This is an optimization exercise on Yosys and OpenROAD, whose aim is small area, not a production implementation.
Function was checked by simulation only, so behaviour that the tests miss may differ from the original.
No activity file was given, so power comes from the tool's default toggle rates.

<file path="flow/design.v">
module residual_add_pack #(
    parameter int DATA_WIDTH = 16,
    parameter int SEQ_LEN    = 8,
    parameter int EMB_DIM    = 8
) (
    input  logic                                      clk,
    input  logic                                      rst_n,
    input  logic                                      in_valid,
    output logic                                      in_ready,
    input  logic [DATA_WIDTH-1:0]                     in_a,
    input  logic [DATA_WIDTH-1:0]                     in_b,
    input  logic                                      in_last,
    output logic [DATA_WIDTH*SEQ_LEN*EMB_DIM-1:0]     x_out,
    output logic                                      ln_start,
    input  logic                                      ln_done,
    output logic                                      frame_err,
    output logic [$clog2(SEQ_LEN*EMB_DIM):0]          ovf_cnt
);
    localparam int N     = SEQ_LEN * EMB_DIM;
    localparam int IDX_W = $clog2(N);
    localparam int CNT_W = $clog2(N) + 1;
    localparam logic [IDX_W-1:0]      LAST_IDX = IDX_W'(N - 1);
    localparam logic [DATA_WIDTH-1:0] MAX_VAL  = {1'b0, {(DATA_WIDTH-1){1'b1}}};
    localparam logic [DATA_WIDTH-1:0] MIN_VAL  = {1'b1, {(DATA_WIDTH-1){1'b0}}};
    logic                          ready;     
    logic                          launch;    
    logic [IDX_W-1:0]              idx;
    logic [DATA_WIDTH*N-1:0]       frame_buf;
    logic [DATA_WIDTH:0]           sum_ext;
    logic                          overflow;
    logic [DATA_WIDTH-1:0]         store_val;
    logic                          accept;
    logic                          is_last;
    logic [DATA_WIDTH:0]           c, c0, c1;
    logic [DATA_WIDTH-1:0]         s, s0, s1;
    always_comb begin
        c  = '0;
        c0 = '0;
        c1 = '0;
        s  = '0;
        s0 = '0;
        s1 = '0;
        c[0] = 1'b0;
        for (int i = 0; i < 4; i++) begin
            s[i]   = in_a[i] ^ in_b[i] ^ c[i];
            c[i+1] = (in_a[i] & in_b[i]) | (in_a[i] & c[i]) | (in_b[i] & c[i]);
        end
        c0[4] = 1'b0;
        c1[4] = 1'b1;
        for (int i = 4; i < 8; i++) begin
            s0[i]   = in_a[i] ^ in_b[i] ^ c0[i];
            s1[i]   = in_a[i] ^ in_b[i] ^ c1[i];
            c0[i+1] = (in_a[i] & in_b[i]) | (in_a[i] & c0[i]) | (in_b[i] & c0[i]);
            c1[i+1] = (in_a[i] & in_b[i]) | (in_a[i] & c1[i]) | (in_b[i] & c1[i]);
            s[i]    = c[4] ? s1[i] : s0[i];
            c[i+1]  = c[4] ? c1[i+1] : c0[i+1];
        end
        c0[8] = 1'b0;
        c1[8] = 1'b1;
        for (int i = 8; i < 12; i++) begin
            s0[i]   = in_a[i] ^ in_b[i] ^ c0[i];
            s1[i]   = in_a[i] ^ in_b[i] ^ c1[i];
            c0[i+1] = (in_a[i] & in_b[i]) | (in_a[i] & c0[i]) | (in_b[i] & c0[i]);
            c1[i+1] = (in_a[i] & in_b[i]) | (in_a[i] & c1[i]) | (in_b[i] & c1[i]);
            s[i]    = c[8] ? s1[i] : s0[i];
            c[i+1]  = c[8] ? c1[i+1] : c0[i+1];
        end
        c0[12] = 1'b0;
        c1[12] = 1'b1;
        for (int i = 12; i < 16; i++) begin
            s0[i]   = in_a[i] ^ in_b[i] ^ c0[i];
            s1[i]   = in_a[i] ^ in_b[i] ^ c1[i];
            c0[i+1] = (in_a[i] & in_b[i]) | (in_a[i] & c0[i]) | (in_b[i] & c0[i]);
            c1[i+1] = (in_a[i] & in_b[i]) | (in_a[i] & c1[i]) | (in_b[i] & c1[i]);
            s[i]    = c[12] ? s1[i] : s0[i];
            c[i+1]  = c[12] ? c1[i+1] : c0[i+1];
        end
        overflow  = c[DATA_WIDTH] ^ c[DATA_WIDTH-1];
        sum_ext   = {overflow ^ s[DATA_WIDTH-1], s};
        store_val = overflow ? (sum_ext[DATA_WIDTH] ? MIN_VAL : MAX_VAL)
                             : sum_ext[DATA_WIDTH-1:0];
    end
    assign in_ready = ready;
    assign ln_start = launch;
    assign accept   = in_valid && ready;
    assign is_last  = (idx == LAST_IDX);
    assign x_out    = frame_buf;
    logic [DATA_WIDTH*N-1:0] shift_in;
    logic                    hold_n;
    assign shift_in = {store_val, frame_buf[DATA_WIDTH*N-1:DATA_WIDTH]};
    always_ff @(posedge clk) begin
        frame_buf <= (shift_in & {(DATA_WIDTH*N){accept}})
                   | (frame_buf & {(DATA_WIDTH*N){~in_valid | hold_n}});
    end
    always_ff @(posedge clk or negedge rst_n) begin
        if (!rst_n) begin
            ready     <= 1'b1;
            hold_n    <= 1'b0;
            launch    <= 1'b0;
            idx       <= '0;
            frame_err <= 1'b0;
            ovf_cnt   <= '0;
        end else begin
            frame_err <= 1'b0;
            launch    <= 1'b0;
            if (accept) begin
                frame_err <= (in_last != is_last);
                if (overflow) begin
                    ovf_cnt <= ovf_cnt + 1'b1;
                end
                idx <= idx + 1'b1;
                if (is_last) begin
                    ready  <= 1'b0;
                    hold_n <= 1'b1;
                    launch <= 1'b1;
                end
            end else if (!ready && !launch && ln_done) begin
                ready   <= 1'b1;
                hold_n  <= 1'b0;
                ovf_cnt <= '0;
            end
        end
    end
endmodule
</file>
<file path="flow/flow/run.sh">
#!/bin/bash
# Standard ORFS layout, with the port buffers made from the smallest buffer cell and a
# clock tree built from small clock buffers. Each tool's log stays under orfs/logs.
set -euo pipefail
export BUFFER_PORTS_ARGS="-buffer_cell sky130_fd_sc_hd__buf_1"
export PLACE_PINS_ARGS="-min_distance 1 -min_distance_in_tracks"
export CTS_ARGS="-sink_clustering_enable -repair_clock_nets -dont_use_dummy_load -buf_list {sky130_fd_sc_hd__clkbuf_4} -sink_clustering_size 10 -sink_clustering_max_diameter 60"
bash standard.sh > make.log 2>&1
</file>
<file path="flow/standard.sh">
#!/bin/bash
# synth_recipe.tcl (not shown) runs the flow's synth.tcl, then flattens the netlist and writes it again
# the make line also repeats each setting of config.mk as NAME=value (left out here)
make -C /OpenROAD-flow-scripts/flow DESIGN_CONFIG=/design/flow/config.mk WORK_HOME=/design/flow/orfs CLKGATE_MAP_FILE= SYNTH_SCRIPT=/design/flow/synth_recipe.tcl "${@:-finish}"
</file>
<file path="flow/config.mk">
export PLATFORM = sky130hd
export DESIGN_NAME = residual_add_pack
export DESIGN_NICKNAME = residual_add_pack
export VERILOG_FILES = /design/flow/design.v
export SDC_FILE = /design/flow/constraint.sdc
export NUM_CORES = 4
export LEC_CHECK = 0
export CAP_MARGIN = 20
export CORE_AREA = 5 5 225 225
export DIE_AREA = 0 0 230 230
export PLACE_DENSITY = 0.8
export SLEW_MARGIN = 20
</file>
<file path="flow/constraint.sdc">
create_clock -name core_clock -period 4.0 [get_ports {clk}]
set_input_delay 0.8000 -clock core_clock [delete_from_list [all_inputs] [get_ports {clk}]]
set_output_delay 0.8000 -clock core_clock [all_outputs]
set_load 0.01 [all_outputs]
</file>
==> results of run 1 <==
[path summary, 6_finish.rpt]
path	from	slack [ns]	to
worst min-delay path	in_last	0.14	frame_err$_DFF_PN0_
worst max register to register	hold_n$_DFFE_PN0P_	1.86	frame_buf[659]$_DFF_P_
max in group asynchronous	rst_n	2.80	ovf_cnt[1]$_DFFE_PN0P_
worst min register to register	frame_buf[81]$_DFF_P_	0.45	frame_buf[65]$_DFF_P_
min in group asynchronous	rst_n	0.58	frame_err$_DFF_PN0_
worst max-delay path	in_b[0]	0.40	ovf_cnt[5]$_DFFE_PN0P_
[Yosys cell counts, types with 4 or more instances]
library cell | count | area, um2
a21oi_1 | 7 | 35.03
a22o_1 | 1023 | 8960
buf_1 | 4 | 15.01
clkbuf_1 | 224 | 840.8
dfrtp_1 | 16 | 400.4
dfxtp_1 | 1024 | 20500
ha_1 | 18 | 225.2
inv_1 | 16 | 60.06
mux2i_1 | 5 | 50.05
nand2_1 | 30 | 112.6
nand3_1 | 8 | 40.04
nor2_1 | 14 | 52.55
nor3_1 | 4 | 20.02
or2_2 | 8 | 50.05
xnor2_1 | 12 | 105.1
xor2_1 | 5 | 43.79
[registers in the layout (all words and copies together), names as in the netlist]
name	flops
hold_n	1
idx	6
ovf_cnt	7
frame_err	1
ready	1
frame_buf	1024
launch	1
[per-stage QoR]
stage / power (uW) / cells
2_1_floorplan: 14070 / 2469
3_3_place_gp: 15520 / 3954
3_5_place_dp: 15630 / 3954
4_1_cts: 19840 / 4069
5_1_grt: 20710 / 4074
6_report: 19940 / 4074
[logic make-up after synthesis]
family | count (synthesis) | synth area share
compound gates | 1056 | 0.2891
xor+xnor | 17 | 0.004651
fa+ha+maj | 21 | 0.008911
buf+inv | 247 | 0.02935
flops | 1041 | 0.6537
mux | 5 | 0.001563
simple gates | 82 | 0.01274
[placed cells by master, fill, tap and decap left out, drive strengths merged, types with 2 or more instances in the layout]
cell | netlist | layout
nand3b | 2 | 2
buf | 7 | 1101
nand2 | 30 | 30
ha | 18 | 18
o21bai | 2 | 2
o311ai | 2 | 2
nor3b | 2 | 2
clkbuf | 224 | 114
xnor2 | 12 | 12
or4 | 2 | 2
a211oi | 2 | 2
nor2b | 2 | 2
nor3 | 5 | 5
o22ai | 2 | 2
diode | 0 | 5
nand3 | 8 | 8
o21ai | 4 | 4
nand4 | 2 | 2
a22o | 1023 | 1023
and2 | 2 | 2
a21o | 3 | 3
fa | 3 | 3
o211ai | 2 | 2
inv | 16 | 16
a21oi | 8 | 8
nor2 | 15 | 15
xor2 | 5 | 5
or2 | 8 | 8
dfrtp | 16 | 16
dfxtp | 1024 | 1024
mux2i | 5 | 5
[layer usage]
| layer | GRT usage | up-vias | wire [um] |
|---|---|---|---|
| li1 | - | 11450 | - |
| met1 | 0.4635 | 13050 | 39550 |
| met2 | 0.5623 | 1799 | 46560 |
| met3 | 0.2245 | 427 | 17110 |
| met4 | 0.2670 | 0 | 9242 |
| met5 | 0.009191 | - | 0 |
[power by group through the flow]
stage | Clock, uW | Combinational (uW) | Sequential, uW
final | 4370 | 3270 | 12300
after global routing | 4870 | 3450 | 12400
after CTS | 4420 | 3170 | 12200
after detailed placement | 0 | 3170 | 12500
after global placement | 0 | 3100 | 12400
after floorplan | 0 | 1420 | 12600
[worst reg2reg max path: cells and delay by family, from the launching register on]
kind / cells / cell delay, ns
compound gates: 1 / 0.37
simple gates: 1 / 0.83
buf+inv: 1 / 0.50
flops: 1 / 0.36
[timing repair]
action / 4_1_cts / 5_1_grt
endpoints found under the setup margin: 0 / 0
hold buffers: 1 / 0
hold endpoints to repair: 9 / 0
buffers inserted: 0 / 0
[cell type report]
class	count	area, um2	share of cell area
clock buffer	114	855.8	0.02299
multi-input combinational	1181	10180	0.2735
tap	615	769.5	0.02067
antenna	5	12.51	0.0003361
sequential	1041	20930	0.5621
timing repair buffer	1102	4422	0.1188
inverter	16	60.06	0.001613
==> impl_metrics.prom, run 1 <==
# TYPE chip_impl_metric gauge
chip_impl_metric{name="max-vdd-ir-drop",unit="mV"} 0.3901
chip_impl_info{name="crit_top_cell",value="fa_2"} 1
chip_impl_metric{name="clk_path_buf_depth",unit=""} 3
chip_impl_metric{name="floorplan.die_area",unit="mm2"} 0.05290
chip_impl_metric{name="timing.critical_path.required",unit="ns"} 4.77
chip_impl_metric{name="postLayoutCoreUtil",unit=""} 0.7781
chip_impl_metric{name="power.leakage",unit="uW"} 0.01453
chip_impl_metric{name="netSwitchingPower",unit="uW"} 6095
chip_impl_info{name="criticalPathCategory",value="in2reg"} 1
chip_impl_metric{name="seq_area_frac_synth",unit=""} 0.6537
chip_impl_metric{name="mappedNetlistNets",unit=""} 2527
chip_impl_metric{name="synth_cell_types",unit=""} 52
chip_impl_metric{name="grt_antenna_before_repair",unit=""} 5
chip_impl_metric{name="route.detailed.wl_per_inst",unit="um"} 27.61
chip_impl_metric{name="final_layout_size_suffix_gt1_frac",unit=""} 0.04951
chip_impl_metric{name="route.vias.total",unit=""} 26720
chip_impl_metric{name="warnings_from_yosys",unit=""} 1
chip_impl_metric{name="finish.net_count",unit=""} 3514
chip_impl_metric{name="swShare",unit=""} 0.3057
chip_impl_metric{name="syn_to_final_growth",unit="%"} 16.29
chip_impl_metric{name="clkPwrFrac",unit=""} 0.219
chip_impl_metric{name="maxSlewHeadroom",unit=""} 0.2918
chip_impl_metric{name="die_h",unit="um"} 230
chip_impl_metric{name="internal_power",unit="uW"} 13850
chip_impl_info{name="run_status",value="complete, no violations"} 1
chip_impl_metric{name="timing_hold_violations_final",unit=""} 0
chip_impl_info{name="worstSetupStartpointType",value="primary input"} 1
chip_impl_metric{name="globalRouteTotalUtil",unit=""} 0.3992
chip_impl_info{name="critical_path.cell_chain",value="buf_1, ha_4, inv_2, fa_2, fa_2, fa_2, nor2b_4, o311ai_4, a21oi_2, o32a_4, a221oi_4, mux2i_2, buf_4, or4_1, o211ai_1"} 1
chip_impl_metric{name="max_cap_violations",unit=""} 0
chip_impl_metric{name="synth_edf_count",unit=""} 0
chip_impl_metric{name="grt_max_degree",unit=""} 199
chip_impl_metric{name="num_io_pins",unit=""} 1071
chip_impl_metric{name="number_of_buffers_inserted_by_port_buffering",unit=""} 1070
chip_impl_metric{name="timing.reg2reg.worst_path_depth",unit=""} 3
chip_impl_metric{name="drt_iter0_drc",unit=""} 2583
chip_impl_info{name="cp_slowest_cell",value="or4_1"} 1
chip_impl_metric{name="timing.hold.worst_path_depth",unit=""} 3
chip_impl_metric{name="async_flop_share",unit=""} 0.01633
chip_impl_metric{name="cts_inserted_buffers",unit=""} 114
chip_impl_info{name="setup.worst_path.end_class",value="flop"} 1
chip_impl_info{name="flip_flop_cell_with_the_highest_count_after_synthesis",value="dfxtp_1"} 1
chip_impl_metric{name="coreArea",unit="mm2"} 0.04785
chip_impl_metric{name="detailedPlace.worstSlack",unit="ns"} -0.4305
chip_impl_metric{name="timing_max_transition_violations_final",unit=""} 0
chip_impl_info{name="cts_tree",value="built"} 1
chip_impl_metric{name="remaining_drc_errors",unit=""} 0
chip_impl_metric{name="die_w",unit="um"} 230
chip_impl_metric{name="final_min_period_over_clock_period",unit=""} 0.9012
chip_impl_metric{name="syn_area",unit="mm2"} 0.03201
chip_impl_metric{name="place_congestion",unit=""} 1.048
chip_impl_metric{name="cts.repair.resized",unit=""} 0
chip_impl_metric{name="routed_wirelength",unit="mm"} 112.5
chip_impl_metric{name="syn-mean-instance-area",unit="um2"} 12.97
chip_impl_metric{name="route.detailed.vias_per_inst",unit=""} 6.559
chip_impl_metric{name="vias_in_the_first_global_route",unit=""} 24840
chip_impl_metric{name="critPathMaxFanout",unit=""} 7
chip_impl_metric{name="layout_setup_ws",unit="ns"} 0.3953
chip_impl_metric{name="post-dp-hpwl",unit="mm"} 80.84
chip_impl_metric{name="finalSetupViolCount",unit=""} 0
chip_impl_info{name="grt_setup_unrepaired",value="false"} 1
chip_impl_metric{name="final.setup_skew",unit="ns"} 0.08252
chip_impl_metric{name="worstSkewPairLatency",unit="ns"} 0.92
chip_impl_metric{name="critical-path-max-stage-delay",unit="ns"} 0.49
chip_impl_metric{name="fillCellCount",unit=""} 3208
chip_impl_metric{name="post_dp_cell_area",unit="mm2"} 0.03635
chip_impl_metric{name="drt_first_pass_iters",unit=""} 6
chip_impl_metric{name="global_route.overflow_total",unit=""} 0
chip_impl_metric{name="ys_ff_latch",unit=""} 1041
chip_impl_metric{name="post-route-min-period",unit="ns"} 3.605
chip_impl_metric{name="synth_cells",unit=""} 2469
chip_impl_info{name="cts-root-buf",value="clkbuf_4"} 1
chip_impl_metric{name="cts_num_sinks",unit=""} 1041
chip_impl_metric{name="power_frac_seq",unit=""} 0.617
chip_impl_metric{name="cellPowerDensity",unit="mW/mm2"} 535.6
chip_impl_metric{name="setup_total_negative_slack",unit="ns"} 0
chip_impl_metric{name="htree_levels",unit=""} 3
chip_impl_metric{name="arrival",unit="ns"} 4.37
chip_impl_metric{name="fin_area",unit="mm2"} 0.03723
chip_impl_metric{name="initial_core_util",unit=""} 0.6691
chip_impl_metric{name="timing.hold.ws",unit="ns"} 0.1402
chip_impl_metric{name="cts.clk_slew.worst_paths",unit="ns"} 0.10
chip_impl_metric{name="path_buf_inv",unit=""} 3
chip_impl_metric{name="fmax",unit="GHz"} 0.2774
chip_impl_metric{name="share_comb_of_total_power",unit=""} 0.164
chip_impl_metric{name="num_rows",unit=""} 80
chip_impl_metric{name="postRouteAntennaNets",unit=""} 0
chip_impl_metric{name="worst-slew-pin-transition",unit="ns"} 1.062
chip_impl_info{name="holdCritPathClass",value="in2reg"} 1
chip_impl_metric{name="grt_first_pass_wirelength",unit="mm"} 163.0
chip_impl_metric{name="critical_path_depth",unit=""} 15
chip_impl_info{name="critical-path-top-delay-family",value="adder cells"} 1
==> run 2: changes to the inputs <==
--- a/flow/design.v
+++ b/flow/design.v
@@ -43,3 +43,3 @@
         c[0] = 1'b0;
-        for (int i = 0; i < 4; i++) begin
+        for (int i = 0; i < 5; i++) begin
             s[i]   = in_a[i] ^ in_b[i] ^ c[i];
@@ -47,5 +47,5 @@
         end
-        c0[4] = 1'b0;
-        c1[4] = 1'b1;
-        for (int i = 4; i < 8; i++) begin
+        c0[5] = 1'b0;
+        c1[5] = 1'b1;
+        for (int i = 5; i < 10; i++) begin
             s0[i]   = in_a[i] ^ in_b[i] ^ c0[i];
@@ -54,8 +54,8 @@
             c1[i+1] = (in_a[i] & in_b[i]) | (in_a[i] & c1[i]) | (in_b[i] & c1[i]);
-            s[i]    = c[4] ? s1[i] : s0[i];
-            c[i+1]  = c[4] ? c1[i+1] : c0[i+1];
+            s[i]    = c[5] ? s1[i] : s0[i];
+            c[i+1]  = c[5] ? c1[i+1] : c0[i+1];
         end
-        c0[8] = 1'b0;
-        c1[8] = 1'b1;
-        for (int i = 8; i < 12; i++) begin
+        c0[10] = 1'b0;
+        c1[10] = 1'b1;
+        for (int i = 10; i < 16; i++) begin
             s0[i]   = in_a[i] ^ in_b[i] ^ c0[i];
@@ -64,14 +64,4 @@
             c1[i+1] = (in_a[i] & in_b[i]) | (in_a[i] & c1[i]) | (in_b[i] & c1[i]);
-            s[i]    = c[8] ? s1[i] : s0[i];
-            c[i+1]  = c[8] ? c1[i+1] : c0[i+1];
-        end
-        c0[12] = 1'b0;
-        c1[12] = 1'b1;
-        for (int i = 12; i < 16; i++) begin
-            s0[i]   = in_a[i] ^ in_b[i] ^ c0[i];
-            s1[i]   = in_a[i] ^ in_b[i] ^ c1[i];
-            c0[i+1] = (in_a[i] & in_b[i]) | (in_a[i] & c0[i]) | (in_b[i] & c0[i]);
-            c1[i+1] = (in_a[i] & in_b[i]) | (in_a[i] & c1[i]) | (in_b[i] & c1[i]);
-            s[i]    = c[12] ? s1[i] : s0[i];
-            c[i+1]  = c[12] ? c1[i+1] : c0[i+1];
+            s[i]    = c[10] ? s1[i] : s0[i];
+            c[i+1]  = c[10] ? c1[i+1] : c0[i+1];
         end
==> impl_metrics.prom, run 2 <==
# TYPE chip_impl_metric gauge
chip_impl_info{name="run_status",value="complete, no violations"} 1
chip_impl_metric{name="final_min_period_over_clock_period",unit=""} 0.9365
chip_impl_metric{name="finalSetupViolCount",unit=""} 0
chip_impl_metric{name="grt_antenna_before_repair",unit=""} 9
chip_impl_info{name="reg2reg_from",value="ready$_DFFE_PN1P_"} 1
chip_impl_metric{name="timing.critical_path.required",unit="ns"} 4.77
chip_impl_info{name="most_frequent_cells_in_the_layout",value="buf_1 (1070), dfxtp_1 (1024), a22o_1 (1008)"} 1
chip_impl_metric{name="numPlacedInstances",unit=""} 3945
chip_impl_metric{name="synth-compound-area-share",unit=""} 0.2869
chip_impl_metric{name="cellPowerDensity",unit="mW/mm2"} 543.6
chip_impl_metric{name="syn-mean-instance-area",unit="um2"} 12.95
chip_impl_metric{name="die_w",unit="um"} 230
chip_impl_info{name="yosys.cell_count.top_type",value="dfxtp_1"} 1
chip_impl_metric{name="route.detailed.wl_per_inst",unit="um"} 26.80
chip_impl_metric{name="htree_levels",unit=""} 3
chip_impl_info{name="combinational_family_with_the_most_area_after_synthesis",value="compound AO/OA/AOI/OAI gates"} 1
chip_impl_info{name="largest_registers",value="frame_buf: 1024 flops, ovf_cnt: 7 flops, idx: 6 flops"} 1
chip_impl_info{name="grt_setup_unrepaired",value="false"} 1
chip_impl_metric{name="remaining_drc_errors",unit=""} 0
chip_impl_metric{name="ys_ff_latch",unit=""} 1041
chip_impl_info{name="final_common_cell",value="buf_1"} 1
chip_impl_metric{name="num_io_pins",unit=""} 1071
chip_impl_metric{name="grt_first_pass_wirelength",unit="mm"} 158.6
chip_impl_metric{name="worst-slew-pin-transition",unit="ns"} 0.9342
chip_impl_metric{name="cts_inserted_buffers",unit=""} 114
chip_impl_metric{name="yosys.area_share.adder",unit=""} 0.008782
chip_impl_metric{name="fmax",unit="GHz"} 0.2669
chip_impl_metric{name="fillCellCount",unit=""} 3298
chip_impl_metric{name="syn_area",unit="mm2"} 0.03192
chip_impl_info{name="largest_register",value="frame_buf"} 1
chip_impl_metric{name="drt_first_pass_iters",unit=""} 6
chip_impl_metric{name="place_congestion",unit=""} 1.029
chip_impl_metric{name="num_rows",unit=""} 80
chip_impl_metric{name="post-dp-hpwl",unit="mm"} 78.84
chip_impl_metric{name="arrival",unit="ns"} 4.51
chip_impl_metric{name="setup_total_negative_slack",unit="ns"} 0
chip_impl_metric{name="final_layout_size_suffix_gt1_frac",unit=""} 0.04615
chip_impl_metric{name="global_route.overflow_total",unit=""} 0
chip_impl_metric{name="detailedPlace.worstSlack",unit="ns"} -0.6124
chip_impl_info{name="worst_setup_path_endpoint",value="frame_buf[1011]$_DFF_P_"} 1
chip_impl_metric{name="max_cap_violations",unit=""} 0
chip_impl_metric{name="stdcell_count",unit=""} 4069
chip_impl_metric{name="finish.net_count",unit=""} 3504
chip_impl_info{name="setup.worst_path.end_class",value="flop"} 1
chip_impl_metric{name="synth_edf_count",unit=""} 0
chip_impl_metric{name="cts.clk_slew.worst_paths",unit="ns"} 0.11
chip_impl_metric{name="timing_max_transition_violations_final",unit=""} 0
chip_impl_metric{name="timing.hold.ws",unit="ns"} 0.1579
chip_impl_metric{name="route.detailed.vias_per_inst",unit=""} 6.484
chip_impl_metric{name="hold_buffers",unit=""} 1
chip_impl_info{name="regToRegEndpoint",value="frame_buf[413]$_DFF_P_"} 1
chip_impl_metric{name="clk_path_buf_depth",unit=""} 3
chip_impl_metric{name="maxSlewHeadroom",unit=""} 0.3772
chip_impl_metric{name="ff2ff_setup_slack",unit="ns"} 1.99
chip_impl_metric{name="postRouteAntennaNets",unit=""} 0
chip_impl_metric{name="synth_area_in_xor_xnor",unit=""} 0.004665
chip_impl_metric{name="number_of_buffers_inserted_by_port_buffering",unit=""} 1070
chip_impl_metric{name="postLayoutCoreUtil",unit=""} 0.7759
chip_impl_metric{name="post-cts-setup-buffer-count",unit=""} 0
chip_impl_metric{name="synth_cells",unit=""} 2464
chip_impl_metric{name="cts.repair.resized",unit=""} 0
chip_impl_metric{name="post-route-min-period",unit="ns"} 3.746
chip_impl_metric{name="yosysTopAreaCellShare",unit=""} 0.6423
chip_impl_metric{name="number_of_flip_flops_under_the_largest_register_name",unit=""} 1024
chip_impl_metric{name="routed_wirelength",unit="mm"} 109.1
chip_impl_metric{name="critPathMaxFanout",unit=""} 5
chip_impl_metric{name="post_synth_mux_area_share",unit=""} 0.003215
chip_impl_metric{name="initial_core_util",unit=""} 0.6671
chip_impl_metric{name="vias_in_the_first_global_route",unit=""} 24630
chip_impl_metric{name="async_flop_share",unit=""} 0.01633
chip_impl_metric{name="worstSkewPairLatency",unit="ns"} 0.87
chip_impl_metric{name="route.vias.total",unit=""} 26380
chip_impl_metric{name="floorplan.die_area",unit="mm2"} 0.05290
chip_impl_metric{name="die_h",unit="um"} 230
chip_impl_metric{name="grt_max_degree",unit=""} 229
chip_impl_metric{name="synth_simple_gate_area_share",unit=""} 0.01113
chip_impl_info{name="top_post_synthesis_cells_by_area",value="dfxtp_1 (64%), a22o_1 (28%), clkbuf_1 (2.6%)"} 1
chip_impl_info{name="netlist.top_cell.by_area",value="dfxtp_1"} 1
chip_impl_info{name="flip_flop_cell_with_the_highest_count_after_synthesis",value="dfxtp_1"} 1
chip_impl_info{name="cts_tree",value="built"} 1
chip_impl_metric{name="warnings_from_yosys",unit=""} 1
chip_impl_metric{name="timing_hold_violations_final",unit=""} 0
chip_impl_metric{name="cts_num_sinks",unit=""} 1041
chip_impl_info{name="leading_cell_types_by_count_after_synthesis",value="dfxtp_1 (1024), a22o_1 (1008), clkbuf_1 (224), nand2_1 (29), nor2_1 (19)"} 1
chip_impl_info{name="worstSetupStartpointType",value="primary input"} 1
chip_impl_metric{name="drt_iter0_drc",unit=""} 2478
chip_impl_info{name="holdCritPathClass",value="in2reg"} 1
chip_impl_metric{name="syn_to_final_growth",unit="%"} 16.32
chip_impl_info{name="cts-root-buf",value="clkbuf_4"} 1
chip_impl_metric{name="layout_setup_ws",unit="ns"} 0.2539
chip_impl_metric{name="final.setup_skew",unit="ns"} 0.05881
chip_impl_metric{name="power.leakage",unit="uW"} 0.01445
chip_impl_metric{name="coreArea",unit="mm2"} 0.04785
chip_impl_metric{name="synth_cell_types",unit=""} 51
chip_impl_metric{name="seq_area_frac_synth",unit=""} 0.6557
chip_impl_info{name="criticalPathCategory",value="in2reg"} 1
chip_impl_metric{name="globalRouteTotalUtil",unit=""} 0.3861
chip_impl_metric{name="mappedNetlistNets",unit=""} 2521
chip_impl_metric{name="timing.reg2reg.worst_path_depth",unit=""} 3
chip_impl_metric{name="max-vdd-ir-drop",unit="mV"} 0.3823
chip_impl_info{name="worstSetupStartpoint",value="in_a[0]"} 1
[run 2: changes by cell type after synthesis, sizes merged, moves of 3 or more]
cell	previous run	this run
or2	8	4
nor3	5	1
o21ai	4	17
and2	2	5
nor2	15	19
a22o	1023	1008
nand3	8	4
[run 2: power breakdown]
group          switching [uW]  leakage [uW]  total [uW]  internal (uW)
combinational            2150       0.00540        3400           1250
clock                    3070      0.000525        4380           1300
sequential               1010       0.00853       12400          11400
[run 2: final cells by class]
cell class,count,area [um2],share of cell area
diodes,9,22.52,0.0006067
clock buffers,114,855.8,0.02305
inverters,17,63.81,0.001719
multi-input cells,1176,10080,0.2714
flip-flops and latches,1041,20930,0.5637
well taps,615,769.5,0.02073
repair buffers,1097,4409,0.1188
[run 2: per-layer routing]
layer	track usage	share of wire	routed length, um	up-vias
met3	0.2191	0.15	16290	386
li1	-	-	-	11420
met4	0.2451	0.075	8226	6
met2	0.5322	0.41	44830	1605
met1	0.4619	0.36	39610	12970
met5	0.01838	0.00091	99	-
[run 2: logic make-up (layout without fill, tap and decap cells)]
group / Yosys count / count (layout)
compound gates: 1056 / 1056
flops: 1041 / 1041
buf+inv: 247 / 1228
simple gates: 75 / 75
fa+ha+maj: 20 / 20
xor+xnor: 17 / 17
mux: 8 / 8
other cells: 0 / 9
[run 2: worst min path at each step]
stage	startpoint	endpoint	slack [ns]	cells after the start
2_1_floorplan	idx[5]$_DFFE_PN0P_	idx[5]$_DFFE_PN0P_	0.43	1
3_3_place_gp	idx[5]$_DFFE_PN0P_	idx[5]$_DFFE_PN0P_	0.45	1
3_5_place_dp	frame_buf[10]$_DFF_P_	frame_buf[10]$_DFF_P_	0.47	1
4_1_cts	in_last	frame_err$_DFF_PN0_	0.08	3
5_1_grt	in_last	frame_err$_DFF_PN0_	0.13	3
6_report	in_last	frame_err$_DFF_PN0_	0.16	3
[run 2: through the flow]
step	power, uW	cell area [um2]
finish	20180	37120
floorplan	14230	31940
global placement	15760	36230
detailed placement	15870	36230
global route	21000	37120
CTS	20090	37100
[run 2: worst max-delay path, cell delays in order]
cell and delay [ns]:
buf_1 0.12, ha_4 0.14, inv_2 0.06, fa_2 0.34, fa_2 0.40, fa_2 0.37, fa_2 0.35, and2b_1 0.20
o311ai_4 0.27, a31o_1 0.30, mux2i_4 0.35, mux2i_2 0.39, buf_4 0.20, and2_0 0.13, o21ai_0 0.07

-- port drivers added, routing unchanged --
Ports are ideal in the flow. The routed layouts listed here were re-timed in OpenROAD.
Step 1 assumes that a clkbuf_16 drives the clock port and a buf_2 every other input.
Step 2 times the ports against the registers' clock, not the clock port: input delays grow and output delays shrink by t, the midpoint of the rising clock arrivals with the driver on.
Three values: ideal ports, drivers, drivers and shift; two values: the first two.
| run | shift t [ns] | setup slack, ns | hold WS [ns] | worst data-port slew with drivers (ns) | cell pins on the clock port's net |
|---|---|---|---|---|---|
| run 1 | 0.938 | 0.395 / 0.413 / -0.525 | 0.140 / 0.162 / 0.452 | 0.12 | 1 |
| run 2 | 0.914 | 0.254 / 0.279 / -0.636 | 0.158 / 0.229 / 0.471 | 0.13 | 1 |
Met with ideal ports but missed after step 2: setup timing in run 1 and run 2. The setup slack of run 1, which loses most, moves by +0.018 ns with the drivers and by -0.920 ns with both steps.
